Context: an optimization exercise on an open-source flow, tuned for small area, a short achievable clock period and few clock cycles per item. The choices shown serve that exercise and are no tape-out recipe.
At most, simulation tests tie the RTL to the original design; equivalence was not proved.
No functional check of the RTL was part of runs 1 and 2.

--- flow/config.mk ---
export PLATFORM = sky130hd
export DESIGN_NAME = disk_chs_lba_translate
export DESIGN_NICKNAME = disk_chs_lba_translate
export VERILOG_FILES = /design/flow/design.v
export SDC_FILE = /design/flow/constraint.sdc
export NUM_CORES = 4
export LEC_CHECK = 0
export CAP_MARGIN = 20
export CORE_MARGIN = 2
export CORE_UTILIZATION = 40
export SETUP_SLACK_MARGIN = 3
export SLEW_MARGIN = 20
--- flow/constraint.sdc ---
create_clock -name core_clock -period 9.0 [get_ports {clk_i}]
set_input_delay 1.8000 -clock core_clock [delete_from_list [all_inputs] [get_ports {clk_i}]]
set_output_delay 1.8000 -clock core_clock [all_outputs]
set_load 0.01 [all_outputs]
--- flow/run.sh ---
#!/bin/bash
# synth_recipe.tcl (not shown) runs the flow's synth.tcl, then flattens the netlist and writes it again
# the make line also repeats each setting of config.mk as NAME=value (left out here)
make -C /OpenROAD-flow-scripts/flow DESIGN_CONFIG=/design/flow/config.mk WORK_HOME=/design/flow/orfs CLKGATE_MAP_FILE= SYNTH_SCRIPT=/design/flow/synth_recipe.tcl finish
--- flow/design.v ---
module disk_chs_lba_translate (
  input  logic        clk_i,
  input  logic        rst_ni,
  input  logic        in_valid_i,
  output logic        in_ready_o,
  input  logic        in_func_i,
  input  logic [15:0] in_cylinder_i,
  input  logic [7:0]  in_head_i,
  input  logic [7:0]  in_sector_i,
  input  logic [31:0] in_block_i,
  input  logic        in_wide_i,
  output logic        out_valid_o,
  input  logic        out_ready_i,
  output logic [31:0] out_block_o,
  output logic [15:0] out_cylinder_o,
  output logic [7:0]  out_head_o,
  output logic [7:0]  out_sector_o,
  output logic        out_addr_valid_o,
  input  logic        cfg_valid_i,
  output logic        cfg_ready_o,
  input  logic [7:0]  cfg_index_i,
  input  logic [15:0] cfg_value_i
);
  logic [11:0] cyl_cnt_q;
  logic [7:0]  head_cnt_q;
  logic [7:0]  sec_narrow_q;
  logic [7:0]  sec_wide_q;
  logic [15:0] sh_narrow_q;    
  logic [15:0] sh_wide_q;      
  logic        sh_busy_q;
  logic [2:0]  sh_bit_q;
  assign cfg_ready_o = 1'b1;
  always_ff @(posedge clk_i or negedge rst_ni) begin
    if (!rst_ni) begin
      cyl_cnt_q    <= 12'd815;
      head_cnt_q   <= 8'd19;
      sec_narrow_q <= 8'd22;
      sec_wide_q   <= 8'd20;
    end else if (cfg_valid_i) begin
      case (cfg_index_i)
        8'd0: cyl_cnt_q    <= cfg_value_i[11:0];
        8'd1: head_cnt_q   <= cfg_value_i[7:0];
        8'd2: sec_narrow_q <= cfg_value_i[7:0];
        8'd3: sec_wide_q   <= cfg_value_i[7:0];
        default: ;
      endcase
    end
  end
  logic sh_start;
  assign sh_start = cfg_valid_i && (cfg_index_i[7:2] == 6'd0) && (cfg_index_i[1:0] != 2'd0);
  always_ff @(posedge clk_i or negedge rst_ni) begin
    if (!rst_ni) begin
      sh_narrow_q <= 16'd418;
      sh_wide_q   <= 16'd380;
      sh_busy_q   <= 1'b0;
      sh_bit_q    <= 3'd7;
    end else if (sh_start) begin
      sh_narrow_q <= '0;
      sh_wide_q   <= '0;
      sh_busy_q   <= 1'b1;
      sh_bit_q    <= 3'd7;
    end else if (sh_busy_q) begin
      sh_narrow_q <= {sh_narrow_q[14:0], 1'b0}
                   + (head_cnt_q[sh_bit_q] ? {8'd0, sec_narrow_q} : 16'd0);
      sh_wide_q   <= {sh_wide_q[14:0], 1'b0}
                   + (head_cnt_q[sh_bit_q] ? {8'd0, sec_wide_q} : 16'd0);
      sh_bit_q    <= sh_bit_q - 3'd1;
      sh_busy_q   <= sh_bit_q != 3'd0;
    end
  end
  function automatic logic [16:0] div_row16(input logic [15:0] r, input logic b,
                                           input logic [15:0] d);
    logic [16:0] t, dd, g, p, bo, df;
    logic g0_1, p0_1, g0_3, p0_3, g0_5, p0_5, g0_7, p0_7;
    logic g0_9, p0_9, g0_11, p0_11, g0_13, p0_13, g0_15, p0_15;
    logic g1_2, p1_2, g1_3, p1_3, g1_6, p1_6, g1_7, p1_7;
    logic g1_10, p1_10, g1_11, p1_11, g1_14, p1_14, g1_15, p1_15;
    logic g2_4, p2_4, g2_5, p2_5, g2_6, p2_6, g2_7, p2_7;
    logic g2_12, p2_12, g2_13, p2_13, g2_14, p2_14, g2_15, p2_15;
    logic g3_8, p3_8, g3_9, p3_9, g3_10, p3_10, g3_11, p3_11;
    logic g3_12, p3_12, g3_13, p3_13, g3_14, p3_14, g3_15, p3_15;
    logic g4_16, p4_16;
    t  = {r, b};
    dd = {1'b0, d};
    g  = ~t & dd;        
    p  = ~(t ^ dd);      
    g0_1 = g[1] | (p[1] & g[0]);
    p0_1 = p[1] & p[0];
    g0_3 = g[3] | (p[3] & g[2]);
    p0_3 = p[3] & p[2];
    g0_5 = g[5] | (p[5] & g[4]);
    p0_5 = p[5] & p[4];
    g0_7 = g[7] | (p[7] & g[6]);
    p0_7 = p[7] & p[6];
    g0_9 = g[9] | (p[9] & g[8]);
    p0_9 = p[9] & p[8];
    g0_11 = g[11] | (p[11] & g[10]);
    p0_11 = p[11] & p[10];
    g0_13 = g[13] | (p[13] & g[12]);
    p0_13 = p[13] & p[12];
    g0_15 = g[15] | (p[15] & g[14]);
    p0_15 = p[15] & p[14];
    g1_2 = g[2] | (p[2] & g0_1);
    p1_2 = p[2] & p0_1;
    g1_3 = g0_3 | (p0_3 & g0_1);
    p1_3 = p0_3 & p0_1;
    g1_6 = g[6] | (p[6] & g0_5);
    p1_6 = p[6] & p0_5;
    g1_7 = g0_7 | (p0_7 & g0_5);
    p1_7 = p0_7 & p0_5;
    g1_10 = g[10] | (p[10] & g0_9);
    p1_10 = p[10] & p0_9;
    g1_11 = g0_11 | (p0_11 & g0_9);
    p1_11 = p0_11 & p0_9;
    g1_14 = g[14] | (p[14] & g0_13);
    p1_14 = p[14] & p0_13;
    g1_15 = g0_15 | (p0_15 & g0_13);
    p1_15 = p0_15 & p0_13;
    g2_4 = g[4] | (p[4] & g1_3);
    p2_4 = p[4] & p1_3;
    g2_5 = g0_5 | (p0_5 & g1_3);
    p2_5 = p0_5 & p1_3;
    g2_6 = g1_6 | (p1_6 & g1_3);
    p2_6 = p1_6 & p1_3;
    g2_7 = g1_7 | (p1_7 & g1_3);
    p2_7 = p1_7 & p1_3;
    g2_12 = g[12] | (p[12] & g1_11);
    p2_12 = p[12] & p1_11;
    g2_13 = g0_13 | (p0_13 & g1_11);
    p2_13 = p0_13 & p1_11;
    g2_14 = g1_14 | (p1_14 & g1_11);
    p2_14 = p1_14 & p1_11;
    g2_15 = g1_15 | (p1_15 & g1_11);
    p2_15 = p1_15 & p1_11;
    g3_8 = g[8] | (p[8] & g2_7);
    p3_8 = p[8] & p2_7;
    g3_9 = g0_9 | (p0_9 & g2_7);
    p3_9 = p0_9 & p2_7;
    g3_10 = g1_10 | (p1_10 & g2_7);
    p3_10 = p1_10 & p2_7;
    g3_11 = g1_11 | (p1_11 & g2_7);
    p3_11 = p1_11 & p2_7;
    g3_12 = g2_12 | (p2_12 & g2_7);
    p3_12 = p2_12 & p2_7;
    g3_13 = g2_13 | (p2_13 & g2_7);
    p3_13 = p2_13 & p2_7;
    g3_14 = g2_14 | (p2_14 & g2_7);
    p3_14 = p2_14 & p2_7;
    g3_15 = g2_15 | (p2_15 & g2_7);
    p3_15 = p2_15 & p2_7;
    g4_16 = g[16] | (p[16] & g3_15);
    p4_16 = p[16] & p3_15;
    bo[0] = g[0];
    bo[1] = g0_1;
    bo[2] = g1_2;
    bo[3] = g1_3;
    bo[4] = g2_4;
    bo[5] = g2_5;
    bo[6] = g2_6;
    bo[7] = g2_7;
    bo[8] = g3_8;
    bo[9] = g3_9;
    bo[10] = g3_10;
    bo[11] = g3_11;
    bo[12] = g3_12;
    bo[13] = g3_13;
    bo[14] = g3_14;
    bo[15] = g3_15;
    bo[16] = g4_16;
    df[0] = t[0] ^ dd[0];
    for (int i = 1; i <= 16; i++) df[i] = t[i] ^ dd[i] ^ bo[i-1];
    div_row16 = bo[16] ? {1'b0, t[15:0]} : {1'b1, df[15:0]};
  endfunction
  function automatic logic [8:0] div_row8(input logic [7:0] r, input logic b,
                                           input logic [7:0] d);
    logic [8:0] t, dd, g, p, bo, df;
    logic g0_1, p0_1, g0_3, p0_3, g0_5, p0_5, g0_7, p0_7;
    logic g1_2, p1_2, g1_3, p1_3, g1_6, p1_6, g1_7, p1_7;
    logic g2_4, p2_4, g2_5, p2_5, g2_6, p2_6, g2_7, p2_7;
    logic g3_8, p3_8;
    t  = {r, b};
    dd = {1'b0, d};
    g  = ~t & dd;        
    p  = ~(t ^ dd);      
    g0_1 = g[1] | (p[1] & g[0]);
    p0_1 = p[1] & p[0];
    g0_3 = g[3] | (p[3] & g[2]);
    p0_3 = p[3] & p[2];
    g0_5 = g[5] | (p[5] & g[4]);
    p0_5 = p[5] & p[4];
    g0_7 = g[7] | (p[7] & g[6]);
    p0_7 = p[7] & p[6];
    g1_2 = g[2] | (p[2] & g0_1);
    p1_2 = p[2] & p0_1;
    g1_3 = g0_3 | (p0_3 & g0_1);
    p1_3 = p0_3 & p0_1;
    g1_6 = g[6] | (p[6] & g0_5);
    p1_6 = p[6] & p0_5;
    g1_7 = g0_7 | (p0_7 & g0_5);
    p1_7 = p0_7 & p0_5;
    g2_4 = g[4] | (p[4] & g1_3);
    p2_4 = p[4] & p1_3;
    g2_5 = g0_5 | (p0_5 & g1_3);
    p2_5 = p0_5 & p1_3;
    g2_6 = g1_6 | (p1_6 & g1_3);
    p2_6 = p1_6 & p1_3;
    g2_7 = g1_7 | (p1_7 & g1_3);
    p2_7 = p1_7 & p1_3;
    g3_8 = g[8] | (p[8] & g2_7);
    p3_8 = p[8] & p2_7;
    bo[0] = g[0];
    bo[1] = g0_1;
    bo[2] = g1_2;
    bo[3] = g1_3;
    bo[4] = g2_4;
    bo[5] = g2_5;
    bo[6] = g2_6;
    bo[7] = g2_7;
    bo[8] = g3_8;
    df[0] = t[0] ^ dd[0];
    for (int i = 1; i <= 8; i++) df[i] = t[i] ^ dd[i] ^ bo[i-1];
    div_row8 = bo[8] ? {1'b0, t[7:0]} : {1'b1, df[7:0]};
  endfunction
  logic [10:0] vld_q;
  logic       en;
  assign en          = ~vld_q[10] | out_ready_i;
  assign in_ready_o  = en & ~sh_busy_q;
  assign out_valid_o = vld_q[10];
  always_ff @(posedge clk_i or negedge rst_ni) begin
    if (!rst_ni) begin
      vld_q <= '0;
    end else if (en) begin
      vld_q <= {vld_q[9:0], in_valid_i & ~sh_busy_q};
    end
  end
  logic        func_in, wide_in, bad_in;
  logic [27:0] w_in;
  logic [7:0]  s_in;
  logic [15:0] sh_in;
  assign s_in  = in_wide_i ? sec_wide_q : sec_narrow_q;
  assign sh_in = in_wide_i ? sh_wide_q : sh_narrow_q;
  always_comb begin
    func_in = in_func_i;
    wide_in = in_wide_i;
    if (in_func_i) begin
      bad_in = in_block_i[31:12] >= {4'd0, sh_in};
      w_in   = in_block_i[27:0];
    end else begin
      bad_in = !((in_cylinder_i < {4'd0, cyl_cnt_q}) && (in_head_i < head_cnt_q)
                 && (in_sector_i < s_in));
      w_in   = {in_cylinder_i[11:0], in_head_i, in_sector_i};
    end
  end
  logic        func_c0, wide_c0, bad_c0;
  logic [27:0] w_c0;
  always_comb begin
    logic [7:0]  s_k;
    logic [15:0] sh_k;
    logic [27:0] v, f;
    logic [16:0] d16;
    logic [8:0]  d8;
    func_c0 = func_in;
    wide_c0 = wide_in;
    bad_c0  = bad_in;
    s_k  = wide_in ? sec_wide_q : sec_narrow_q;
    sh_k = wide_in ? sh_wide_q : sh_narrow_q;
    v    = w_in;
    f    = '0;
    d16  = '0;
    d8   = '0;
    w_c0 = v;
  end
  logic        func_q0, wide_q0, bad_q0;
  logic [27:0] w_q0;
  always_ff @(posedge clk_i) begin
    if (en) begin
      func_q0 <= func_c0;
      wide_q0 <= wide_c0;
      bad_q0  <= bad_c0;
      w_q0    <= w_c0;
    end
  end
  logic        func_c1, wide_c1, bad_c1;
  logic [27:0] w_c1;
  always_comb begin
    logic [7:0]  s_k;
    logic [15:0] sh_k;
    logic [27:0] v, f;
    logic [16:0] d16;
    logic [8:0]  d8;
    func_c1 = func_q0;
    wide_c1 = wide_q0;
    bad_c1  = bad_q0;
    s_k  = wide_q0 ? sec_wide_q : sec_narrow_q;
    sh_k = wide_q0 ? sh_wide_q : sh_narrow_q;
    v    = w_q0;
    f    = '0;
    d16  = '0;
    d8   = '0;
    d16 = div_row16(v[27:12], v[11], sh_k);
    v   = {(d16[16] && func_q0) ? d16[15:0] : v[26:11], v[10:0], func_q0 ? d16[16] : v[27]};
    d16 = div_row16(v[27:12], v[11], sh_k);
    v   = {(d16[16] && func_q0) ? d16[15:0] : v[26:11], v[10:0], func_q0 ? d16[16] : v[27]};
    if (!func_q0) begin
      f = {w_q0[27], w_q0[26], w_q0[25], w_q0[24], w_q0[23], w_q0[22], w_q0[21], w_q0[20], w_q0[19], w_q0[18], w_q0[17], w_q0[16], w_q0[15], w_q0[14], w_q0[13], w_q0[12], w_q0[11], w_q0[10], w_q0[9], w_q0[8], w_q0[7], w_q0[6], w_q0[5], w_q0[4], w_q0[3], w_q0[2], w_q0[1], w_q0[0]};
      f = {f[27:16], 16'(f[15:8] * s_k) + 16'(f[7:0])};
      v = {f[25], f[24], f[23], f[22], f[21], f[20], f[19], f[18], f[17], f[16], f[15], f[14], f[13], f[12], f[11], f[10], f[9], f[8], f[7], f[6], f[5], f[4], f[3], f[2], f[1], f[0], f[27], f[26]};
    end
    w_c1 = v;
  end
  logic        func_q1, wide_q1, bad_q1;
  logic [27:0] w_q1;
  always_ff @(posedge clk_i) begin
    if (en) begin
      func_q1 <= func_c1;
      wide_q1 <= wide_c1;
      bad_q1  <= bad_c1;
      w_q1    <= w_c1;
    end
  end
  logic        func_c2, wide_c2, bad_c2;
  logic [27:0] w_c2;
  always_comb begin
    logic [7:0]  s_k;
    logic [15:0] sh_k;
    logic [27:0] v, f;
    logic [16:0] d16;
    logic [8:0]  d8;
    func_c2 = func_q1;
    wide_c2 = wide_q1;
    bad_c2  = bad_q1;
    s_k  = wide_q1 ? sec_wide_q : sec_narrow_q;
    sh_k = wide_q1 ? sh_wide_q : sh_narrow_q;
    v    = w_q1;
    f    = '0;
    d16  = '0;
    d8   = '0;
    d16 = div_row16(v[27:12], v[11], sh_k);
    v   = {(d16[16] && func_q1) ? d16[15:0] : v[26:11], v[10:0], func_q1 ? d16[16] : v[27]};
    d16 = div_row16(v[27:12], v[11], sh_k);
    v   = {(d16[16] && func_q1) ? d16[15:0] : v[26:11], v[10:0], func_q1 ? d16[16] : v[27]};
    w_c2 = v;
  end
  logic        func_q2, wide_q2, bad_q2;
  logic [27:0] w_q2;
  always_ff @(posedge clk_i) begin
    if (en) begin
      func_q2 <= func_c2;
      wide_q2 <= wide_c2;
      bad_q2  <= bad_c2;
      w_q2    <= w_c2;
    end
  end
  logic        func_c3, wide_c3, bad_c3;
  logic [27:0] w_c3;
  always_comb begin
    logic [7:0]  s_k;
    logic [15:0] sh_k;
    logic [27:0] v, f;
    logic [16:0] d16;
    logic [8:0]  d8;
    func_c3 = func_q2;
    wide_c3 = wide_q2;
    bad_c3  = bad_q2;
    s_k  = wide_q2 ? sec_wide_q : sec_narrow_q;
    sh_k = wide_q2 ? sh_wide_q : sh_narrow_q;
    v    = w_q2;
    f    = '0;
    d16  = '0;
    d8   = '0;
    d16 = div_row16(v[27:12], v[11], sh_k);
    v   = {(d16[16] && func_q2) ? d16[15:0] : v[26:11], v[10:0], func_q2 ? d16[16] : v[27]};
    d16 = div_row16(v[27:12], v[11], sh_k);
    v   = {(d16[16] && func_q2) ? d16[15:0] : v[26:11], v[10:0], func_q2 ? d16[16] : v[27]};
    if (!func_q2) begin
      f = {w_q2[3], w_q2[2], w_q2[1], w_q2[0], w_q2[27], w_q2[26], w_q2[25], w_q2[24], w_q2[23], w_q2[22], w_q2[21], w_q2[20], w_q2[19], w_q2[18], w_q2[17], w_q2[16], w_q2[15], w_q2[14], w_q2[13], w_q2[12], w_q2[11], w_q2[10], w_q2[9], w_q2[8], w_q2[7], w_q2[6], w_q2[5], w_q2[4]};
      f = {f[27:22], 22'(f[21:16] * sh_k) + 22'(f[15:0])};
      v = {f[21], f[20], f[19], f[18], f[17], f[16], f[15], f[14], f[13], f[12], f[11], f[10], f[9], f[8], f[7], f[6], f[5], f[4], f[3], f[2], f[1], f[0], f[27], f[26], f[25], f[24], f[23], f[22]};
    end
    w_c3 = v;
  end
  logic        func_q3, wide_q3, bad_q3;
  logic [27:0] w_q3;
  always_ff @(posedge clk_i) begin
    if (en) begin
      func_q3 <= func_c3;
      wide_q3 <= wide_c3;
      bad_q3  <= bad_c3;
      w_q3    <= w_c3;
    end
  end
  logic        func_c4, wide_c4, bad_c4;
  logic [27:0] w_c4;
  always_comb begin
    logic [7:0]  s_k;
    logic [15:0] sh_k;
    logic [27:0] v, f;
    logic [16:0] d16;
    logic [8:0]  d8;
    func_c4 = func_q3;
    wide_c4 = wide_q3;
    bad_c4  = bad_q3;
    s_k  = wide_q3 ? sec_wide_q : sec_narrow_q;
    sh_k = wide_q3 ? sh_wide_q : sh_narrow_q;
    v    = w_q3;
    f    = '0;
    d16  = '0;
    d8   = '0;
    d16 = div_row16(v[27:12], v[11], sh_k);
    v   = {(d16[16] && func_q3) ? d16[15:0] : v[26:11], v[10:0], func_q3 ? d16[16] : v[27]};
    d16 = div_row16(v[27:12], v[11], sh_k);
    v   = {(d16[16] && func_q3) ? d16[15:0] : v[26:11], v[10:0], func_q3 ? d16[16] : v[27]};
    w_c4 = v;
  end
  logic        func_q4, wide_q4, bad_q4;
  logic [27:0] w_q4;
  always_ff @(posedge clk_i) begin
    if (en) begin
      func_q4 <= func_c4;
      wide_q4 <= wide_c4;
      bad_q4  <= bad_c4;
      w_q4    <= w_c4;
    end
  end
  logic        func_c5, wide_c5, bad_c5;
  logic [27:0] w_c5;
  always_comb begin
    logic [7:0]  s_k;
    logic [15:0] sh_k;
    logic [27:0] v, f;
    logic [16:0] d16;
    logic [8:0]  d8;
    func_c5 = func_q4;
    wide_c5 = wide_q4;
    bad_c5  = bad_q4;
    s_k  = wide_q4 ? sec_wide_q : sec_narrow_q;
    sh_k = wide_q4 ? sh_wide_q : sh_narrow_q;
    v    = w_q4;
    f    = '0;
    d16  = '0;
    d8   = '0;
    d16 = div_row16(v[27:12], v[11], sh_k);
    v   = {(d16[16] && func_q4) ? d16[15:0] : v[26:11], v[10:0], func_q4 ? d16[16] : v[27]};
    d16 = div_row16(v[27:12], v[11], sh_k);
    v   = {(d16[16] && func_q4) ? d16[15:0] : v[26:11], v[10:0], func_q4 ? d16[16] : v[27]};
    if (!func_q4) begin
      f = {w_q4[7], w_q4[6], w_q4[5], w_q4[4], w_q4[3], w_q4[2], w_q4[1], w_q4[0], w_q4[27], w_q4[26], w_q4[25], w_q4[24], w_q4[23], w_q4[22], w_q4[21], w_q4[20], w_q4[19], w_q4[18], w_q4[17], w_q4[16], w_q4[15], w_q4[14], w_q4[13], w_q4[12], w_q4[11], w_q4[10], w_q4[9], w_q4[8]};
      f = 28'({f[27:22], 6'd0} * sh_k) + 28'(f[21:0]);
      v = {f[17], f[16], f[15], f[14], f[13], f[12], f[11], f[10], f[9], f[8], f[7], f[6], f[5], f[4], f[3], f[2], f[1], f[0], f[27], f[26], f[25], f[24], f[23], f[22], f[21], f[20], f[19], f[18]};
    end
    w_c5 = v;
  end
  logic        func_q5, wide_q5, bad_q5;
  logic [27:0] w_q5;
  always_ff @(posedge clk_i) begin
    if (en) begin
      func_q5 <= func_c5;
      wide_q5 <= wide_c5;
      bad_q5  <= bad_c5;
      w_q5    <= w_c5;
    end
  end
  logic        func_c6, wide_c6, bad_c6;
  logic [27:0] w_c6;
  always_comb begin
    logic [7:0]  s_k;
    logic [15:0] sh_k;
    logic [27:0] v, f;
    logic [16:0] d16;
    logic [8:0]  d8;
    func_c6 = func_q5;
    wide_c6 = wide_q5;
    bad_c6  = bad_q5;
    s_k  = wide_q5 ? sec_wide_q : sec_narrow_q;
    sh_k = wide_q5 ? sh_wide_q : sh_narrow_q;
    v    = w_q5;
    f    = '0;
    d16  = '0;
    d8   = '0;
    d16 = div_row16(v[27:12], v[11], sh_k);
    v   = {(d16[16] && func_q5) ? d16[15:0] : v[26:11], v[10:0], func_q5 ? d16[16] : v[27]};
    d16 = div_row16(v[27:12], v[11], sh_k);
    v   = {(d16[16] && func_q5) ? d16[15:0] : v[26:11], v[10:0], func_q5 ? d16[16] : v[27]};
    w_c6 = v;
  end
  logic        func_q6, wide_q6, bad_q6;
  logic [27:0] w_q6;
  always_ff @(posedge clk_i) begin
    if (en) begin
      func_q6 <= func_c6;
      wide_q6 <= wide_c6;
      bad_q6  <= bad_c6;
      w_q6    <= w_c6;
    end
  end
  logic        func_c7, wide_c7, bad_c7;
  logic [27:0] w_c7;
  always_comb begin
    logic [7:0]  s_k;
    logic [15:0] sh_k;
    logic [27:0] v, f;
    logic [16:0] d16;
    logic [8:0]  d8;
    func_c7 = func_q6;
    wide_c7 = wide_q6;
    bad_c7  = bad_q6;
    s_k  = wide_q6 ? sec_wide_q : sec_narrow_q;
    sh_k = wide_q6 ? sh_wide_q : sh_narrow_q;
    v    = w_q6;
    f    = '0;
    d16  = '0;
    d8   = '0;
    v   = {v[11:0], v[27:12]};
    d8  = div_row8(v[15:8], v[7], s_k);
    v   = {v[27:16], (d8[8] && func_q6) ? d8[7:0] : v[14:7], v[6:0], func_q6 ? d8[8] : v[15]};
    d8  = div_row8(v[15:8], v[7], s_k);
    v   = {v[27:16], (d8[8] && func_q6) ? d8[7:0] : v[14:7], v[6:0], func_q6 ? d8[8] : v[15]};
    w_c7 = v;
  end
  logic        func_q7, wide_q7, bad_q7;
  logic [27:0] w_q7;
  always_ff @(posedge clk_i) begin
    if (en) begin
      func_q7 <= func_c7;
      wide_q7 <= wide_c7;
      bad_q7  <= bad_c7;
      w_q7    <= w_c7;
    end
  end
  logic        func_c8, wide_c8, bad_c8;
  logic [27:0] w_c8;
  always_comb begin
    logic [7:0]  s_k;
    logic [15:0] sh_k;
    logic [27:0] v, f;
    logic [16:0] d16;
    logic [8:0]  d8;
    func_c8 = func_q7;
    wide_c8 = wide_q7;
    bad_c8  = bad_q7;
    s_k  = wide_q7 ? sec_wide_q : sec_narrow_q;
    sh_k = wide_q7 ? sh_wide_q : sh_narrow_q;
    v    = w_q7;
    f    = '0;
    d16  = '0;
    d8   = '0;
    d8  = div_row8(v[15:8], v[7], s_k);
    v   = {v[27:16], (d8[8] && func_q7) ? d8[7:0] : v[14:7], v[6:0], func_q7 ? d8[8] : v[15]};
    d8  = div_row8(v[15:8], v[7], s_k);
    v   = {v[27:16], (d8[8] && func_q7) ? d8[7:0] : v[14:7], v[6:0], func_q7 ? d8[8] : v[15]};
    w_c8 = v;
  end
  logic        func_q8, wide_q8, bad_q8;
  logic [27:0] w_q8;
  always_ff @(posedge clk_i) begin
    if (en) begin
      func_q8 <= func_c8;
      wide_q8 <= wide_c8;
      bad_q8  <= bad_c8;
      w_q8    <= w_c8;
    end
  end
  logic        func_c9, wide_c9, bad_c9;
  logic [27:0] w_c9;
  always_comb begin
    logic [7:0]  s_k;
    logic [15:0] sh_k;
    logic [27:0] v, f;
    logic [16:0] d16;
    logic [8:0]  d8;
    func_c9 = func_q8;
    wide_c9 = wide_q8;
    bad_c9  = bad_q8;
    s_k  = wide_q8 ? sec_wide_q : sec_narrow_q;
    sh_k = wide_q8 ? sh_wide_q : sh_narrow_q;
    v    = w_q8;
    f    = '0;
    d16  = '0;
    d8   = '0;
    d8  = div_row8(v[15:8], v[7], s_k);
    v   = {v[27:16], (d8[8] && func_q8) ? d8[7:0] : v[14:7], v[6:0], func_q8 ? d8[8] : v[15]};
    d8  = div_row8(v[15:8], v[7], s_k);
    v   = {v[27:16], (d8[8] && func_q8) ? d8[7:0] : v[14:7], v[6:0], func_q8 ? d8[8] : v[15]};
    w_c9 = v;
  end
  logic        func_q9, wide_q9, bad_q9;
  logic [27:0] w_q9;
  always_ff @(posedge clk_i) begin
    if (en) begin
      func_q9 <= func_c9;
      wide_q9 <= wide_c9;
      bad_q9  <= bad_c9;
      w_q9    <= w_c9;
    end
  end
  logic        func_c10, wide_c10, bad_c10;
  logic [27:0] w_c10;
  always_comb begin
    logic [7:0]  s_k;
    logic [15:0] sh_k;
    logic [27:0] v, f;
    logic [16:0] d16;
    logic [8:0]  d8;
    func_c10 = func_q9;
    wide_c10 = wide_q9;
    bad_c10  = bad_q9;
    s_k  = wide_q9 ? sec_wide_q : sec_narrow_q;
    sh_k = wide_q9 ? sh_wide_q : sh_narrow_q;
    v    = w_q9;
    f    = '0;
    d16  = '0;
    d8   = '0;
    d8  = div_row8(v[15:8], v[7], s_k);
    v   = {v[27:16], (d8[8] && func_q9) ? d8[7:0] : v[14:7], v[6:0], func_q9 ? d8[8] : v[15]};
    d8  = div_row8(v[15:8], v[7], s_k);
    v   = {v[27:16], (d8[8] && func_q9) ? d8[7:0] : v[14:7], v[6:0], func_q9 ? d8[8] : v[15]};
    w_c10 = v;
  end
  logic        func_q10, wide_q10, bad_q10;
  logic [27:0] w_q10;
  always_ff @(posedge clk_i) begin
    if (en) begin
      func_q10 <= func_c10;
      wide_q10 <= wide_c10;
      bad_q10  <= bad_c10;
      w_q10    <= w_c10;
    end
  end
  logic        func_e, wide_e, bad_e;
  logic [27:0] w_e;
  always_comb begin
    logic [7:0]  s_k;
    logic [15:0] sh_k;
    logic [27:0] v, f;
    logic [16:0] d16;
    logic [8:0]  d8;
    func_e = func_q10;
    wide_e = wide_q10;
    bad_e  = bad_q10;
    s_k  = wide_q10 ? sec_wide_q : sec_narrow_q;
    sh_k = wide_q10 ? sh_wide_q : sh_narrow_q;
    v    = w_q10;
    f    = '0;
    d16  = '0;
    d8   = '0;
    w_e = v;
  end
  logic        ok_e;
  logic [27:0] blk_e;
  assign ok_e  = !bad_e && (!func_e || (w_e[27:16] < cyl_cnt_q));
  assign blk_e = {w_e[27], w_e[26], w_e[25], w_e[24], w_e[23], w_e[22], w_e[21], w_e[20], w_e[19], w_e[18], w_e[17], w_e[16], w_e[7], w_e[6], w_e[5], w_e[4], w_e[3], w_e[2], w_e[1], w_e[0], w_e[15], w_e[14], w_e[13], w_e[12], w_e[11], w_e[10], w_e[9], w_e[8]};
  always_comb begin
    out_block_o    = '0;
    out_cylinder_o = '0;
    out_head_o     = '0;
    out_sector_o   = '0;
    if (!func_e) begin
      out_block_o = ok_e ? {4'd0, blk_e} : '1;
    end else if (ok_e) begin
      out_cylinder_o = {4'd0, w_e[27:16]};
      out_head_o     = w_e[7:0];
      out_sector_o   = w_e[15:8];
    end else begin
      out_cylinder_o = '1;
      out_head_o     = '1;
      out_sector_o   = '1;
    end
  end
  assign out_addr_valid_o = ok_e;
endmodule
==> summary.md, run 1 <==
The area share of the largest cell type after synthesis was 0.251. Leading cell type in the layout, fill and taps excluded: sky130_fd_sc_hd__inv_1. The die covers 104000 um^2.

The first detailed-routing pass took 5 iterations. In the layout the commonest cells are sky130_fd_sc_hd__inv_1 (488), sky130_fd_sc_hd__ha_1 (397), sky130_fd_sc_hd__edfxtp_1 (340). The tools report the maximum buffer depth of the clock tree as 3. Routability-driven placement finished with a final weighted congestion of 0.884.

The path class of the tightest hold or removal check is reg2reg. The proportion of layout cells with a drive suffix above 1 was 0.201. In this run the clock root is driven by a sky130_fd_sc_hd__clkbuf_16.

Timing would allow up to 164 MHz. The last element of the critical path was w_q3[15]. The half-perimeter wire length after placement was 81300 um; the synthesized area per cell was 10.3 um^2.

For the count of pins over their slew limit, the log shows 0. Entering global routing, the biggest net connects 160 pins. The H-tree was split into 2 levels. The count of synthesis-stage warnings from yosys was 1. The utilization after layout was 0.487. The run gives 0.405 as the starting utilization of the core area. For the placement row count, the log shows 116. After detailed routing, the number of remaining DRC violations is 0. The slowest stage of the critical path belongs to the cell sky130_fd_sc_hd__edfxtp_1. Counting flops and latches in the post-synthesis netlist gives 423. For the count of final setup violators, the log shows 0.

The biggest area contributor in the post-synthesis netlist is sky130_fd_sc_hd__edfxtp_1. In this run the remaining antenna-violating nets after routing total 0. From left edge to right edge, the die measures 323 um. Number of instances in the synthesized netlist: 3955. The length in cells of the worst reg-to-reg path came out at 26.

The final setup TNS is 0 ns, and the number of fillers in the final layout is 9120. The worst clock skew is 0.0330 ns, and the netlist area before placement is 40600 um^2. Number of antenna violations at the first check in global routing: 0. At the end of the flow, the number of nets in the layout was 5048.

TritonCTS built the clock tree. The global-route usage over all layers came out at 0.216. For the I/O pin total, the log shows 163. The region available for standard cell placement spans 100000 um^2.

Summed over all layers, the routed wires come to 113000 um. The async set-or-reset flop fraction in the synthesized netlist is 0.196. Counting stages on the worst path, the most repeated cell is sky130_fd_sc_hd__buf_6. The number of violations of the max-capacitance limit was 0. Setup repair after global routing could not meet its margin everywhere. The worst setup path is of the reg2reg kind. By area the synthesized netlist is led by sky130_fd_sc_hd__edfxtp_1 (25%), sky130_fd_sc_hd__ha_1 (13%), sky130_fd_sc_hd__fa_1 (12%).

The number of enable-type register cells in the synthesized netlist is 340. The final route contains 29900 vias. Clock insertion delay at the later pin of the skew report: 0.62 ns. The minimum clock period after layout is 6.08 ns.

During placement, the flow inserted port buffers numbering 157. The type of destination of the critical path was a flop. The fraction of the yosys area taken by sequential cells came out at 0.304.

The number of hold violations in the final report is 0, and the wire length of the first global-routing pass is 173000 um. Critical path startpoint category: a flop. The worst reg2reg path endpoint is w_q3[15]. The critical path launch point was wide_q2. Timing analysis after detailed placement gives a worst setup slack of 1.54 ns. For the pin with the worst max-slew slack, the measured transition is 1.05 ns. The total overflow reported by the global router is 0. The worst hold path was traced through 0 stages.

Of all nets on the critical path, the largest fanout is 7. The vertical die dimension came out at 323 um. The source of the worst register-to-register timing path is wide_q2.

The logs give 29600 for the number of global-route vias before repair and 2.92 ns for the worst reg-to-reg setup slack. STA puts the critical path data required time at 9.43 ns.

The tools report the headroom to the max-slew limit as 0.298. The tree built by TritonCTS fans out to 423 sinks. Buffers inserted during clock tree synthesis total 49. The logs give 4728 for the total nets after synthesis and 2.92 ns for the final worst slack. The detailed router finished its first iteration with 1782 violations. The post-route fraction of the period consumed by the critical path was 0.676.

The run gives 87 as the distinct cell type count after synthesis. Clock transition at the register clock pins on the worst setup and hold paths after CTS: 0.06 ns. For this run, the leading register cell type out of synthesis is sky130_fd_sc_hd__edfxtp_1. The flow ran to the end and the layout has no timing, DRC or antenna violations. The tools report the arrival time at the worst endpoint as 6.51 ns. After detailed routing, the number of vias per cell comes to 5.27. Compared with the post-synthesis result, the final layout area differs by 20.4%. For this run, the slowest stage of the critical path takes 0.43 ns. The routed wirelength normalized by instance count works out to 20.0 um.
[worst min path at each step]
stage,end,slack (ns),from
floorplan,bad_q1,0.40,bad_q0
global placement,w_q7[21],0.40,w_q6[5]
detailed placement,bad_q2,0.40,bad_q1
CTS,w_q3[5],0.41,w_q2[3]
global route,w_q7[16],0.41,w_q6[0]
finish,w_q3[5],0.40,w_q2[3]
[sequential cells by signal (all words and copies together) (netlist names), 28 cells and up]
register	cells
w_q0	28
w_q9	28
w_q10	28
w_q8	28
w_q1	28
w_q2	28
w_q7	28
w_q6	28
w_q3	28
w_q5	28
w_q4	28
[synth_stat cells (13+ instances only)]
library cell / n
sky130_fd_sc_hd__and3_1: 22
sky130_fd_sc_hd__mux2i_1: 204
sky130_fd_sc_hd__ha_1: 432
sky130_fd_sc_hd__nand3_1: 28
sky130_fd_sc_hd__xnor2_1: 131
sky130_fd_sc_hd__edfxtp_1: 340
sky130_fd_sc_hd__xor2_1: 94
sky130_fd_sc_hd__nor2_1: 262
sky130_fd_sc_hd__nand2b_1: 40
sky130_fd_sc_hd__nor2b_1: 109
sky130_fd_sc_hd__nor3_1: 24
sky130_fd_sc_hd__dfstp_2: 28
sky130_fd_sc_hd__dfrtp_1: 55
sky130_fd_sc_hd__a21o_1: 101
sky130_fd_sc_hd__mux2_2: 242
sky130_fd_sc_hd__clkbuf_1: 92
sky130_fd_sc_hd__a211oi_1: 21
sky130_fd_sc_hd__o21a_1: 56
sky130_fd_sc_hd__or3_1: 15
sky130_fd_sc_hd__inv_1: 502
sky130_fd_sc_hd__a21oi_1: 200
sky130_fd_sc_hd__nand3b_1: 13
sky130_fd_sc_hd__nand2_1: 268
sky130_fd_sc_hd__and2_1: 47
sky130_fd_sc_hd__o21bai_1: 29
sky130_fd_sc_hd__o21ai_0: 128
sky130_fd_sc_hd__fa_1: 246
[critical path: cells and delay by family (launching register included)]
| kind | cells | cell delay, ns |
|---|---|---|
| flip-flops | 1 | 0.43 |
| AO/OA/AOI/OAI | 10 | 2.13 |
| buffers and inverters | 8 | 1.38 |
| multiplexers | 2 | 0.70 |
| AND/OR/NAND/NOR | 4 | 0.60 |
| adder cells (fa/ha/maj) | 2 | 0.64 |
[through the flow]
step                std cells  cell area [um^2]  hold WS [ns]
finish                   5675             48900         0.403
global route             5672             48900         0.408
detailed placement       5390             43800         0.405
floorplan                3955             40700         0.400
CTS                      5590             47200         0.410
global placement         5390             43800         0.401
[routing by layer]
metal,vias to the layer above,track usage,wire length [um]
li1,14300,-,-
met1,14800,0.296,50700
met2,685,0.359,52900
met3,141,0.0237,5820
met4,0,0.0678,3800
met5,-,0,0
[final cells by class]
type / instances / area, um^2 / area share
multi-input cells: 2904 / 27500 / 0.563
flip-flops and latches: 423 / 12400 / 0.253
repair buffers: 395 / 3730 / 0.0764
inverters: 502 / 1890 / 0.0388
well taps: 1357 / 1700 / 0.0347
clock buffers: 64 / 1390 / 0.0284
clock inverters: 27 / 274 / 0.00561
diodes: 3 / 7.51 / 0.000154
[cells by family after synthesis]
kind of cell / Yosys count / share of synthesized area
other: 1 / 0.0000924
flip-flops: 423 / 0.304
buffers and inverters: 633 / 0.0608
adder cells (fa/ha/maj): 678 / 0.254
multiplexers: 452 / 0.120
AO/OA/AOI/OAI: 682 / 0.113
XOR/XNOR: 225 / 0.0485
AND/OR/NAND/NOR: 861 / 0.0998
[repair_timing]
item | CTS | global route
gates cloned | 7 | 2
gates resized for setup | 178 | 216
buffers inserted | 102 | 80
setup endpoints to repair | 111 | 119
hold buffers | 0 | 0
pin swaps | 65 | 105
==> run 2: changes to the inputs <==
--- a/flow/config.mk
+++ b/flow/config.mk
@@ -9,4 +9,4 @@
 export CORE_MARGIN = 2
 export CORE_UTILIZATION = 40
-export SETUP_SLACK_MARGIN = 3
+export SETUP_SLACK_MARGIN = 4.5
 export SLEW_MARGIN = 20
==> run 2 against run 1 <==
Still clean. Maximum frequency is 1.1% higher. Wire length is 5.1% higher. Register-to-register slack better by 0.07 ns.
==> summary.md, run 2 <==
The half-perimeter wire length after placement was 82600 um (was 81300 um); the critical-path maximum fanout was 7 (unchanged). The maximum buffer depth of the clock tree came out at 3 (unchanged). The post-synthesis to final-layout area growth came out at 26.1% (was 20.4%). Most area-hungry cell type in the Yosys netlist: sky130_fd_sc_hd__edfxtp_1 (unchanged). The vertical die dimension works out to 323 um (unchanged). The source of the worst register-to-register timing path was wide_q4 (was wide_q2).

The fraction of the yosys area taken by sequential cells came out at 0.304 (unchanged). The run gives 163 (unchanged) as the I/O pin total. The tools report the post-layout instance count excluding filler cells as 5825 (was 5675). The distinct cell type count after synthesis is 87 (unchanged). The number of stages on the worst hold path came out at 0 (unchanged).

Worst min-delay path endpoint: w_q4[8] (was w_q3[5]). Post-route fraction of the period consumed by the critical path: 0.668 (was 0.676). The cell with the largest stage delay on the worst path is sky130_fd_sc_hd__fa_2 (was sky130_fd_sc_hd__edfxtp_1). Startpoint of the lowest-slack hold path: w_q3[6] (was w_q2[3]). The post-placement setup slack was 1.66 ns (was 1.54 ns); the count of synthesis-stage warnings from yosys was 1 (unchanged). The worst reg2reg path endpoint is w_q5[2] (was w_q3[15]). The die area came out at 104000 um^2 (unchanged). The tools report the length of the first detailed-routing pass in iterations as 5 (unchanged). The tools report the number of nets with antenna violations after detailed routing as 0 (unchanged).

Length in cells of the worst reg-to-reg path: 24 (was 26).

The core area came out at 100000 um^2 (unchanged). The async set-or-reset flop fraction in the synthesized netlist came out at 0.196 (unchanged). For the count of pins over their slew limit, the log shows 0 (unchanged). The final setup TNS is 0 ns (unchanged), and the worst clock skew is 0.0278 ns (was 0.0330 ns). The count of final setup violators came out at 0 (unchanged). The tools report the type of destination of the critical path as a flop (unchanged). The cell chosen for the clock root was sky130_fd_sc_hd__clkbuf_16 (unchanged).

The highest routed metal layer was met5 (was met4). The run gives 423 (unchanged) as the number of clock sinks. The number of H-tree branching levels was 2 (unchanged); the synthesized area per cell was 10.3 um^2 (unchanged).

The tools report the number of violations of the max-capacitance limit as 0 (unchanged). The average via count per standard cell works out to 5.28 (was 5.27).

The post-placement cell count is 5393 (was 5390), and the detailed-routing wirelength on met1 is 51300 um (was 50700 um). The number of enable-type register cells in the synthesized netlist is 340 (unchanged). Worst reg-to-reg setup slack: 2.99 ns (was 2.92 ns).

Biggest area contributors in the synthesized netlist: sky130_fd_sc_hd__edfxtp_1 (25%), sky130_fd_sc_hd__ha_1 (13%), sky130_fd_sc_hd__fa_1 (12%) (unchanged). The logs give 0.228 (was 0.216) for the global-route usage over all layers and 0 (unchanged) for the residual DRC count. For the number of buffers inserted by hold repair at cts, the log shows 0 (unchanged). The slew at the pin closest to its max-slew limit is 1.01 ns (was 1.05 ns). Cell types with the highest counts after synthesis: sky130_fd_sc_hd__inv_1 (502), sky130_fd_sc_hd__ha_1 (432), sky130_fd_sc_hd__edfxtp_1 (340) (unchanged). The critical path buffer and inverter count is 5 (was 8), and the number of buffer cells added on primary ports is 157 (unchanged).

The chip width was 323 um (unchanged). Walking the worst path, the cells encountered are buf_6 -> buf_16 -> mux2i_4 -> inv_4 -> and2_4 -> fa_1 -> fa_1 -> inv_1 -> fa_2 -> inv_2 -> ha_4 -> and3_4 -> a221o_1 -> or2_4 -> xor2_1 -> ha_2 -> nand3_2 -> nand2_1 -> a41oi_1 -> a211o_1 -> o21bai_1 -> a21oi_1 -> xor2_1 -> o21ai_1. Met3 wirelength from detailed routing: 6780 um (was 5820 um).

Setup repair after global routing could not meet its margin everywhere. For the number of design-rule violations left by the first detailed-router iteration, the log shows 1789 (was 1782). Wire length of the first global-routing pass: 181000 um (was 173000 um). Number of hold violations in the final report: 0 (unchanged). TritonCTS built the clock tree. For the final worst slack, the log shows 2.99 ns (was 2.92 ns).

The number of instances in the synthesized netlist came out at 3955 (unchanged). The stage delay of the slowest cell on the critical path was 0.55 ns (was 0.43 ns); the minimum clock period after layout was 6.01 ns (was 6.08 ns).

The class of the tightest hold or removal check was reg2reg (unchanged). The gate family responsible for the most delay along the worst path was adder cells (was compound AO/OA/AOI/OAI gates). For the detailed-route via count, the log shows 30800 (was 29900).

The logs give 0.408 ns (was 0.403 ns) for the worst-case hold slack and 5199 (was 5048) for the number of nets in the layout. For the total overflow reported by the global router, the log shows 0 (unchanged). The placement row count was 116 (unchanged); the number of global-route vias before repair was 31100 (was 29600).

The clock insertion delay at the later pin of the skew report came out at 0.63 ns (was 0.62 ns). The netlist area before placement is 40600 um^2 (unchanged). The proportion of layout cells with a drive suffix above 1 came out at 0.265 (was 0.201). The logs give 166 MHz (was 164 MHz) for the maximum achievable frequency and 54700 um (was 52900 um) for the wire length on met2.

The number of fillers in the final layout came out at 8840 (was 9120).

Commonest cells after routing, fill and taps aside: sky130_fd_sc_hd__inv_1 (470), sky130_fd_sc_hd__ha_1 (387), sky130_fd_sc_hd__edfxtp_1 (340) (was sky130_fd_sc_hd__inv_1 (488), sky130_fd_sc_hd__ha_1 (397), sky130_fd_sc_hd__edfxtp_1 (340)). The total clock buffers created by CTS was 49 (unchanged); the wire length reported by the detailed router was 119000 um (was 113000 um). The number of antenna violations at the first check in global routing is 4 (was 0).

The most common flop cell mapped by yosys was sky130_fd_sc_hd__edfxtp_1 (unchanged). The most frequent cell after synthesis is sky130_fd_sc_hd__inv_1 (unchanged). The register bit count reported by yosys was 423 (unchanged). The starting utilization of the core area is 0.405 (unchanged). The routability-driven placement congestion ratio is 0.882 (was 0.884), and the largest net degree at the start of global routing is 159 (was 160).

The total nets after synthesis was 4728 (unchanged). The class of the most critical setup path was reg2reg (unchanged). Register area: 12400 um^2 (about the same). The arrival time at the worst endpoint was 6.40 ns (was 6.51 ns); the headroom to the max-slew limit was 0.322 (was 0.298).

The routed wirelength normalized by instance count is 20.4 um (was 20.0 um). The leading cell type in the layout, fill and taps excluded was sky130_fd_sc_hd__inv_1 (unchanged). The run gives 28500 um^2 (was 27500 um^2) as the combined area of the multi-input logic cells. The required time at the endpoint of the critical path is 9.39 ns (was 9.43 ns).

The clock transition at the register clock pins on the worst setup and hold paths after CTS works out to 0.06 ns (about the same). The critical path startpoint category was a flop (unchanged). The flow ran to the end and the layout has no timing, DRC or antenna violations. Area share of the largest cell type after synthesis: 0.251 (unchanged).
run 2: cell counts after synthesis:
No cell type changed its count.
run 2: cells by family (layout without fill, tap and decap cells):
logic type | Yosys count | after routing | share of synthesized area
DFF | 423 | 423 | 0.304
muxes | 452 | 452 | 0.120
xor gates and xnor gates | 225 | 225 | 0.0485
and+or+nand+nor | 861 | 861 | 0.0998
AOI/OAI and AO/OA | 682 | 688 | 0.113
adders and majority gates | 678 | 678 | 0.254
buffers and inverters | 633 | 1137 | 0.0608
other | 1 | 4 | 0.0000924
run 2: worst max-delay path by stage:
stage | endpoint | slack (ns) | depth (start not counted) | from
floorplan | w_q1[22] | 3.27 | 25 | wide_q0
global route | w_q5[8] | 2.80 | 21 | wide_q4
detailed placement | w_q3[15] | 1.66 | 24 | wide_q2
global placement | w_q3[15] | 1.66 | 24 | wide_q2
finish | w_q5[2] | 2.99 | 24 | wide_q4
CTS | w_q5[9] | 3.06 | 22 | wide_q4
run 2: area by class of cell:
| class | count | share of cell area |
|---|---|---|
| diodes | 3 | 0.000147 |
| clock buffers | 60 | 0.0260 |
| clock inverters | 30 | 0.00472 |
| inverters | 502 | 0.0370 |
| multi-input cells | 2905 | 0.556 |
| flip-flops and latches | 423 | 0.241 |
| well taps | 1357 | 0.0332 |
| repair buffers | 545 | 0.102 |
run 2: stage by stage:
step / instance area, um^2 / utilization
after global routing: 51200 / 0.510
after floorplan: 41500 / -
after detailed placement: 44400 / 0.443
after CTS: 49800 / 0.497
after global placement: 44400 / 0.443
final: 51200 / 0.511
run 2: metal layers:
| layer | vias up | global-route usage |
|---|---|---|
| met5 | - | 0 |
| met4 | 2 | 0.105 |
| met3 | 207 | 0.0357 |
| met2 | 769 | 0.371 |
| met1 | 15200 | 0.298 |
| li1 | 14600 | - |
run 2: timing repair:
action	4_1_cts	5_1_grt
hold endpoints to repair	0	0
pin swaps	169	131
cloned	16	1
endpoints found under the setup margin	190	187
resized for setup	570	165
setup buffers	247	75
run 2: worst reg2reg max path, cell delays in order, from the launching register on:
cell and delay (ns):
sky130_fd_sc_hd__edfxtp_1 0.45, sky130_fd_sc_hd__buf_6 0.16, sky130_fd_sc_hd__buf_16 0.14, sky130_fd_sc_hd__mux2i_4 0.28
sky130_fd_sc_hd__inv_4 0.11, sky130_fd_sc_hd__and2_4 0.18, sky130_fd_sc_hd__fa_1 0.47, sky130_fd_sc_hd__fa_1 0.49
sky130_fd_sc_hd__inv_1 0.05, sky130_fd_sc_hd__fa_2 0.55, sky130_fd_sc_hd__inv_2 0.06, sky130_fd_sc_hd__ha_4 0.21
sky130_fd_sc_hd__and3_4 0.17, sky130_fd_sc_hd__a221o_1 0.39, sky130_fd_sc_hd__or2_4 0.26, sky130_fd_sc_hd__xor2_1 0.15
sky130_fd_sc_hd__ha_2 0.39, sky130_fd_sc_hd__nand3_2 0.08, sky130_fd_sc_hd__nand2_1 0.06, sky130_fd_sc_hd__a41oi_1 0.05
sky130_fd_sc_hd__a211o_1 0.41, sky130_fd_sc_hd__o21bai_1 0.15, sky130_fd_sc_hd__a21oi_1 0.09, sky130_fd_sc_hd__xor2_1 0.14
sky130_fd_sc_hd__o21ai_1 0.30
==> run 3: changes to the inputs <==
--- a/flow/design.v
+++ b/flow/design.v
@@ -222,14 +222,14 @@
     div_row8 = bo[8] ? {1'b0, t[7:0]} : {1'b1, df[7:0]};
   endfunction
-  logic [10:0] vld_q;
+  logic [9:0] vld_q;
   logic       en;
-  assign en          = ~vld_q[10] | out_ready_i;
+  assign en          = ~vld_q[9] | out_ready_i;
   assign in_ready_o  = en & ~sh_busy_q;
-  assign out_valid_o = vld_q[10];
+  assign out_valid_o = vld_q[9];
   always_ff @(posedge clk_i or negedge rst_ni) begin
     if (!rst_ni) begin
       vld_q <= '0;
     end else if (en) begin
-      vld_q <= {vld_q[9:0], in_valid_i & ~sh_busy_q};
+      vld_q <= {vld_q[8:0], in_valid_i & ~sh_busy_q};
     end
   end
@@ -269,4 +269,6 @@
     d16  = '0;
     d8   = '0;
+    d16 = div_row16(v[27:12], v[11], sh_k);
+    v   = {(d16[16] && func_in) ? d16[15:0] : v[26:11], v[10:0], func_in ? d16[16] : v[27]};
     w_c0 = v;
   end
@@ -303,7 +305,7 @@
     v   = {(d16[16] && func_q0) ? d16[15:0] : v[26:11], v[10:0], func_q0 ? d16[16] : v[27]};
     if (!func_q0) begin
-      f = {w_q0[27], w_q0[26], w_q0[25], w_q0[24], w_q0[23], w_q0[22], w_q0[21], w_q0[20], w_q0[19], w_q0[18], w_q0[17], w_q0[16], w_q0[15], w_q0[14], w_q0[13], w_q0[12], w_q0[11], w_q0[10], w_q0[9], w_q0[8], w_q0[7], w_q0[6], w_q0[5], w_q0[4], w_q0[3], w_q0[2], w_q0[1], w_q0[0]};
+      f = {w_q0[0], w_q0[27], w_q0[26], w_q0[25], w_q0[24], w_q0[23], w_q0[22], w_q0[21], w_q0[20], w_q0[19], w_q0[18], w_q0[17], w_q0[16], w_q0[15], w_q0[14], w_q0[13], w_q0[12], w_q0[11], w_q0[10], w_q0[9], w_q0[8], w_q0[7], w_q0[6], w_q0[5], w_q0[4], w_q0[3], w_q0[2], w_q0[1]};
       f = {f[27:16], 16'(f[15:8] * s_k) + 16'(f[7:0])};
-      v = {f[25], f[24], f[23], f[22], f[21], f[20], f[19], f[18], f[17], f[16], f[15], f[14], f[13], f[12], f[11], f[10], f[9], f[8], f[7], f[6], f[5], f[4], f[3], f[2], f[1], f[0], f[27], f[26]};
+      v = {f[24], f[23], f[22], f[21], f[20], f[19], f[18], f[17], f[16], f[15], f[14], f[13], f[12], f[11], f[10], f[9], f[8], f[7], f[6], f[5], f[4], f[3], f[2], f[1], f[0], f[27], f[26], f[25]};
     end
     w_c1 = v;
@@ -374,7 +376,7 @@
     v   = {(d16[16] && func_q2) ? d16[15:0] : v[26:11], v[10:0], func_q2 ? d16[16] : v[27]};
     if (!func_q2) begin
-      f = {w_q2[3], w_q2[2], w_q2[1], w_q2[0], w_q2[27], w_q2[26], w_q2[25], w_q2[24], w_q2[23], w_q2[22], w_q2[21], w_q2[20], w_q2[19], w_q2[18], w_q2[17], w_q2[16], w_q2[15], w_q2[14], w_q2[13], w_q2[12], w_q2[11], w_q2[10], w_q2[9], w_q2[8], w_q2[7], w_q2[6], w_q2[5], w_q2[4]};
+      f = {w_q2[4], w_q2[3], w_q2[2], w_q2[1], w_q2[0], w_q2[27], w_q2[26], w_q2[25], w_q2[24], w_q2[23], w_q2[22], w_q2[21], w_q2[20], w_q2[19], w_q2[18], w_q2[17], w_q2[16], w_q2[15], w_q2[14], w_q2[13], w_q2[12], w_q2[11], w_q2[10], w_q2[9], w_q2[8], w_q2[7], w_q2[6], w_q2[5]};
       f = {f[27:22], 22'(f[21:16] * sh_k) + 22'(f[15:0])};
-      v = {f[21], f[20], f[19], f[18], f[17], f[16], f[15], f[14], f[13], f[12], f[11], f[10], f[9], f[8], f[7], f[6], f[5], f[4], f[3], f[2], f[1], f[0], f[27], f[26], f[25], f[24], f[23], f[22]};
+      v = {f[20], f[19], f[18], f[17], f[16], f[15], f[14], f[13], f[12], f[11], f[10], f[9], f[8], f[7], f[6], f[5], f[4], f[3], f[2], f[1], f[0], f[27], f[26], f[25], f[24], f[23], f[22], f[21]};
     end
     w_c3 = v;
@@ -445,7 +447,7 @@
     v   = {(d16[16] && func_q4) ? d16[15:0] : v[26:11], v[10:0], func_q4 ? d16[16] : v[27]};
     if (!func_q4) begin
-      f = {w_q4[7], w_q4[6], w_q4[5], w_q4[4], w_q4[3], w_q4[2], w_q4[1], w_q4[0], w_q4[27], w_q4[26], w_q4[25], w_q4[24], w_q4[23], w_q4[22], w_q4[21], w_q4[20], w_q4[19], w_q4[18], w_q4[17], w_q4[16], w_q4[15], w_q4[14], w_q4[13], w_q4[12], w_q4[11], w_q4[10], w_q4[9], w_q4[8]};
+      f = {w_q4[8], w_q4[7], w_q4[6], w_q4[5], w_q4[4], w_q4[3], w_q4[2], w_q4[1], w_q4[0], w_q4[27], w_q4[26], w_q4[25], w_q4[24], w_q4[23], w_q4[22], w_q4[21], w_q4[20], w_q4[19], w_q4[18], w_q4[17], w_q4[16], w_q4[15], w_q4[14], w_q4[13], w_q4[12], w_q4[11], w_q4[10], w_q4[9]};
       f = 28'({f[27:22], 6'd0} * sh_k) + 28'(f[21:0]);
-      v = {f[17], f[16], f[15], f[14], f[13], f[12], f[11], f[10], f[9], f[8], f[7], f[6], f[5], f[4], f[3], f[2], f[1], f[0], f[27], f[26], f[25], f[24], f[23], f[22], f[21], f[20], f[19], f[18]};
+      v = {f[16], f[15], f[14], f[13], f[12], f[11], f[10], f[9], f[8], f[7], f[6], f[5], f[4], f[3], f[2], f[1], f[0], f[27], f[26], f[25], f[24], f[23], f[22], f[21], f[20], f[19], f[18], f[17]};
     end
     w_c5 = v;
@@ -480,6 +482,8 @@
     d16 = div_row16(v[27:12], v[11], sh_k);
     v   = {(d16[16] && func_q5) ? d16[15:0] : v[26:11], v[10:0], func_q5 ? d16[16] : v[27]};
-    d16 = div_row16(v[27:12], v[11], sh_k);
-    v   = {(d16[16] && func_q5) ? d16[15:0] : v[26:11], v[10:0], func_q5 ? d16[16] : v[27]};
+    bad_c6 = bad_q5 | (func_q5 && !(v[11:0] < cyl_cnt_q));
+    v   = {v[11:0], v[27:12]};
+    d8  = div_row8(v[15:8], v[7], s_k);
+    v   = {v[27:16], (d8[8] && func_q5) ? d8[7:0] : v[14:7], v[6:0], func_q5 ? d8[8] : v[15]};
     w_c6 = v;
   end
@@ -511,5 +515,4 @@
     d16  = '0;
     d8   = '0;
-    v   = {v[11:0], v[27:12]};
     d8  = div_row8(v[15:8], v[7], s_k);
     v   = {v[27:16], (d8[8] && func_q6) ? d8[7:0] : v[14:7], v[6:0], func_q6 ? d8[8] : v[15]};
@@ -594,6 +597,6 @@
     end
   end
-  logic        func_c10, wide_c10, bad_c10;
-  logic [27:0] w_c10;
+  logic        func_e, wide_e, bad_e;
+  logic [27:0] w_e;
   always_comb begin
     logic [7:0]  s_k;
@@ -602,7 +605,7 @@
     logic [16:0] d16;
     logic [8:0]  d8;
-    func_c10 = func_q9;
-    wide_c10 = wide_q9;
-    bad_c10  = bad_q9;
+    func_e = func_q9;
+    wide_e = wide_q9;
+    bad_e  = bad_q9;
     s_k  = wide_q9 ? sec_wide_q : sec_narrow_q;
     sh_k = wide_q9 ? sh_wide_q : sh_narrow_q;
@@ -613,40 +616,9 @@
     d8  = div_row8(v[15:8], v[7], s_k);
     v   = {v[27:16], (d8[8] && func_q9) ? d8[7:0] : v[14:7], v[6:0], func_q9 ? d8[8] : v[15]};
-    d8  = div_row8(v[15:8], v[7], s_k);
-    v   = {v[27:16], (d8[8] && func_q9) ? d8[7:0] : v[14:7], v[6:0], func_q9 ? d8[8] : v[15]};
-    w_c10 = v;
-  end
-  logic        func_q10, wide_q10, bad_q10;
-  logic [27:0] w_q10;
-  always_ff @(posedge clk_i) begin
-    if (en) begin
-      func_q10 <= func_c10;
-      wide_q10 <= wide_c10;
-      bad_q10  <= bad_c10;
-      w_q10    <= w_c10;
-    end
-  end
-  logic        func_e, wide_e, bad_e;
-  logic [27:0] w_e;
-  always_comb begin
-    logic [7:0]  s_k;
-    logic [15:0] sh_k;
-    logic [27:0] v, f;
-    logic [16:0] d16;
-    logic [8:0]  d8;
-    func_e = func_q10;
-    wide_e = wide_q10;
-    bad_e  = bad_q10;
-    s_k  = wide_q10 ? sec_wide_q : sec_narrow_q;
-    sh_k = wide_q10 ? sh_wide_q : sh_narrow_q;
-    v    = w_q10;
-    f    = '0;
-    d16  = '0;
-    d8   = '0;
     w_e = v;
   end
   logic        ok_e;
   logic [27:0] blk_e;
-  assign ok_e  = !bad_e && (!func_e || (w_e[27:16] < cyl_cnt_q));
+  assign ok_e  = !bad_e;
   assign blk_e = {w_e[27], w_e[26], w_e[25], w_e[24], w_e[23], w_e[22], w_e[21], w_e[20], w_e[19], w_e[18], w_e[17], w_e[16], w_e[7], w_e[6], w_e[5], w_e[4], w_e[3], w_e[2], w_e[1], w_e[0], w_e[15], w_e[14], w_e[13], w_e[12], w_e[11], w_e[10], w_e[9], w_e[8]};
   always_comb begin
--- a/flow/config.mk
+++ b/flow/config.mk
@@ -9,4 +9,4 @@
 export CORE_MARGIN = 2
 export CORE_UTILIZATION = 40
-export SETUP_SLACK_MARGIN = 4.5
+export SETUP_SLACK_MARGIN = 2
 export SLEW_MARGIN = 20
==> run 3 against run 2 <==
Highest routed layer is now met4. Sequential share of layout area is 1.4 points higher. Die area is 1.8% lower. Via count is 5.4% lower. Setup slack worse by 0.68 ns. Synthesized cell count is 0.71% higher. Maximum frequency is 10% lower. Clock skew is 0.0090 ns higher. Hold slack worse by 0.017 ns.
==> summary.md, run 3 <==
The length of the first detailed-routing pass in iterations was 5 (unchanged). The number of design-rule violations left by the first detailed-router iteration came out at 1864 (was 1789).

The number of instances in the synthesized netlist is 3983 (was 3955), and the number of H-tree branching levels is 2 (unchanged). The class of the most critical setup path is reg2reg (unchanged). The run gives 106000 um (was 119000 um) as the wire length reported by the detailed router.

The number of violations of the max-capacitance limit came out at 0 (unchanged). The source of the worst register-to-register timing path was sh_narrow_q[3] (was wide_q4). The flow ran to the end and the layout has no timing, DRC or antenna violations. Commonest cells after routing, fill and taps aside: sky130_fd_sc_hd__inv_1 (512), sky130_fd_sc_hd__ha_1 (432), sky130_fd_sc_hd__edfxtp_1 (310) (was sky130_fd_sc_hd__inv_1 (470), sky130_fd_sc_hd__ha_1 (387), sky130_fd_sc_hd__edfxtp_1 (340)). The class of the tightest hold or removal check is reg2reg (unchanged). For the number of global-route vias before repair, the log shows 28500 (was 31100).

The logs give 0 (unchanged) for the residual DRC count and 102000 um^2 (was 104000 um^2) for the die area. Number of hold violations in the final report: 0 (unchanged). Slew at the pin closest to its max-slew limit: 1.03 ns (was 1.01 ns). Share of synthesized area spent on multiplexers: 0.112 (was 0.120).

The run gives 4756 (was 4728) as the total nets after synthesis. The routability-driven placement congestion ratio was 0.882 (about the same). The wire length of the first global-routing pass is 164000 um (was 181000 um), and the stage delay of the slowest cell on the critical path is 0.66 ns (was 0.55 ns). The routed wirelength normalized by instance count is 19.4 um (was 20.4 um), and the total overflow reported by the global router is 0 (unchanged).

The tools report the distinct cell type count after synthesis as 95 (was 87). Critical path cell sequence: mux2i_1 -> inv_1 -> ha_1 -> o21a_1 -> o31a_1 -> o41ai_4 -> inv_1 -> a21o_1 -> fa_1 -> xor2_1 -> nor2_1 -> a21oi_1 -> ha_1 -> and3_1 -> a221oi_1 -> o21ai_0 -> o31ai_1 -> o21ai_0 -> nor2_1 -> or4_4 -> nor2_1 -> a311o_1 (was buf_6 -> buf_16 -> mux2i_4 -> inv_4 -> and2_4 -> fa_1 -> fa_1 -> inv_1 -> fa_2 -> inv_2 -> ha_4 -> and3_4 -> a221o_1 -> or2_4 -> xor2_1 -> ha_2 -> nand3_2 -> nand2_1 -> a41oi_1 -> a211o_1 -> o21bai_1 -> a21oi_1 -> xor2_1 -> o21ai_1). The largest family of logic cells by synthesized area was adder cells (unchanged).

The count of synthesis-stage warnings from yosys was 1 (unchanged); the post-synthesis share of cell area spent on full adders, half adders and majority gates was 0.259 (was 0.254). The run gives 0 (unchanged) as the number of buffers inserted by hold repair at cts. The critical-path maximum fanout was 15 (was 7); the count of pins over their slew limit was 0 (unchanged). The run gives 4889 (was 5199) as the number of nets in the layout. The placement row count is 115 (was 116). The tools report the cell chosen for the clock root as sky130_fd_sc_hd__clkbuf_16 (unchanged). Biggest area contributors in the synthesized netlist: sky130_fd_sc_hd__edfxtp_1 (23%), sky130_fd_sc_hd__ha_1 (14%), sky130_fd_sc_hd__fa_1 (12%) (was sky130_fd_sc_hd__edfxtp_1 (25%), sky130_fd_sc_hd__ha_1 (13%), sky130_fd_sc_hd__fa_1 (12%)). Count of inserted antenna diode cells: 0 (was 3). Most frequent cell after synthesis: sky130_fd_sc_hd__inv_1 (unchanged). Core area: 98600 um^2 (was 100000 um^2).

In this design, the critical path's most frequently occurring cell is sky130_fd_sc_hd__nor2_1. The async set-or-reset flop fraction in the synthesized netlist was 0.209 (was 0.196); the number of buffer cells added on primary ports was 157 (unchanged). The headroom to the max-slew limit was 0.313 (was 0.322).

Leading cell type in the layout, fill and taps excluded: sky130_fd_sc_hd__inv_1 (unchanged). The clock insertion delay at the later pin of the skew report is 0.60 ns (was 0.63 ns), and the post-route standard cell area excluding fillers is 44700 um^2 (was 51200 um^2).
==> run 3: worst reg2reg max path, stage by stage, from the launching register on <==
cell and delay [ns]:
sky130_fd_sc_hd__dfrtp_1 0.63, sky130_fd_sc_hd__mux2i_1 0.66, sky130_fd_sc_hd__inv_1 0.15, sky130_fd_sc_hd__ha_1 0.34, sky130_fd_sc_hd__o21a_1 0.19, sky130_fd_sc_hd__o31a_1 0.14, sky130_fd_sc_hd__o41ai_4 0.45, sky130_fd_sc_hd__inv_1 0.11
sky130_fd_sc_hd__a21o_1 0.21, sky130_fd_sc_hd__fa_1 0.40, sky130_fd_sc_hd__xor2_1 0.17, sky130_fd_sc_hd__nor2_1 0.06, sky130_fd_sc_hd__a21oi_1 0.26, sky130_fd_sc_hd__ha_1 0.32, sky130_fd_sc_hd__and3_1 0.19, sky130_fd_sc_hd__a221oi_1 0.27
sky130_fd_sc_hd__o21ai_0 0.25, sky130_fd_sc_hd__o31ai_1 0.44, sky130_fd_sc_hd__o21ai_0 0.20, sky130_fd_sc_hd__nor2_1 0.23, sky130_fd_sc_hd__or4_4 0.35, sky130_fd_sc_hd__nor2_1 0.07, sky130_fd_sc_hd__a311o_1 0.30
==> run 3: layer usage <==
layer | track usage | part of all wire | up-vias
li1 | - | - | 14100
met1 | 0.287 | 0.46 | 14100
met2 | 0.329 | 0.45 | 755
met3 | 0.0279 | 0.056 | 170
met4 | 0.0701 | 0.034 | 0
met5 | 0 | 0 | -
==> run 3: final timing paths <==
kind	endpoint	slack (ns)	cells after the start
worst max-delay path	w_q5[24]	2.31	22
worst min-delay path	w_q8[5]	0.39	0
worst max register to register	w_q5[24]	2.31	22
worst min register to register	w_q8[5]	0.39	0
max in group asynchronous	sh_narrow_q[0]	7.15	1
min in group asynchronous	head_cnt_q[2]	1.25	1
==> run 3: cell type report <==
| class | instances | area [um^2] |
|---|---|---|
| clock buffers | 56 | 1280 |
| clock inverters | 28 | 270 |
| fillers | 9286 | 53900 |
| inverters | 512 | 1920 |
| multi-input cells | 2939 | 26000 |
| flip-flops and latches | 392 | 11400 |
| well taps | 1287 | 1610 |
| repair buffers | 226 | 2150 |
==> run 3: metrics by stage <==
step	hold slack (ns)	std cells	utilization
floorplan	0.400	3983	-
global placement	0.400	5327	0.434
detailed placement	0.405	5327	0.434
CTS	0.397	5425	0.451
global route	0.401	5440	0.453
finish	0.391	5440	0.453
==> run 3: what timing repair did <==
| action | CTS | global route |
|---|---|---|
| cloned | 1 | 1 |
| pin swaps | 2 | 3 |
| setup endpoints to repair | 51 | 70 |
| gates resized for setup | 4 | 16 |
| endpoints found under the hold margin | 0 | 0 |
| buffers inserted | 13 | 13 |
==> run 3: logic make-up (layout without fill, tap and decap cells) <==
kind of cell | Yosys count | count (layout)
AOI/OAI and AO/OA | 729 | 730
xor gates and xnor gates | 216 | 216
adders and majority gates | 678 | 678
buffers and inverters | 654 | 822
DFF | 392 | 392
muxes | 417 | 417
other | 1 | 1
and+or+nand+nor | 896 | 897
Testbench counts of run 3, summed over its fixed seeds: cycles 12,126, items 12,000.

[separate check: timing with driven ports]
In the flow no input, the clock included, has a driving cell. The finished layouts below were timed again as built, in two steps. Step 1, drivers: a clkbuf_16 drives clk_i and a buf_2 each remaining input, both assumed. Step 2 times the ports against the registers' clock, not the clock port: input delays grow and output delays shrink by t, the midpoint of the rising clock arrivals with the driver on. Slacks: ideal ports / drivers / drivers and shift; pairs: ideal ports / drivers.
run | t, ns | slack for setup (ns) | latest minus earliest clock arrival (ns) | worst data-port slew with drivers (ns)
run 1 | 0.677 | 2.920 / 2.920 / 2.920 | 0.033 / 0.033 | 0.07
run 2 | 0.681 | 2.987 / 2.987 / 2.987 | 0.028 / 0.028 | 0.06
run 3 | 0.649 | 2.306 / 2.306 / 2.135 | 0.039 / 0.039 | 0.11
After both steps every run listed still meets setup and hold. The setup slack of run 3, which loses most, moves by 0.000 ns with the drivers and by -0.171 ns with both steps.
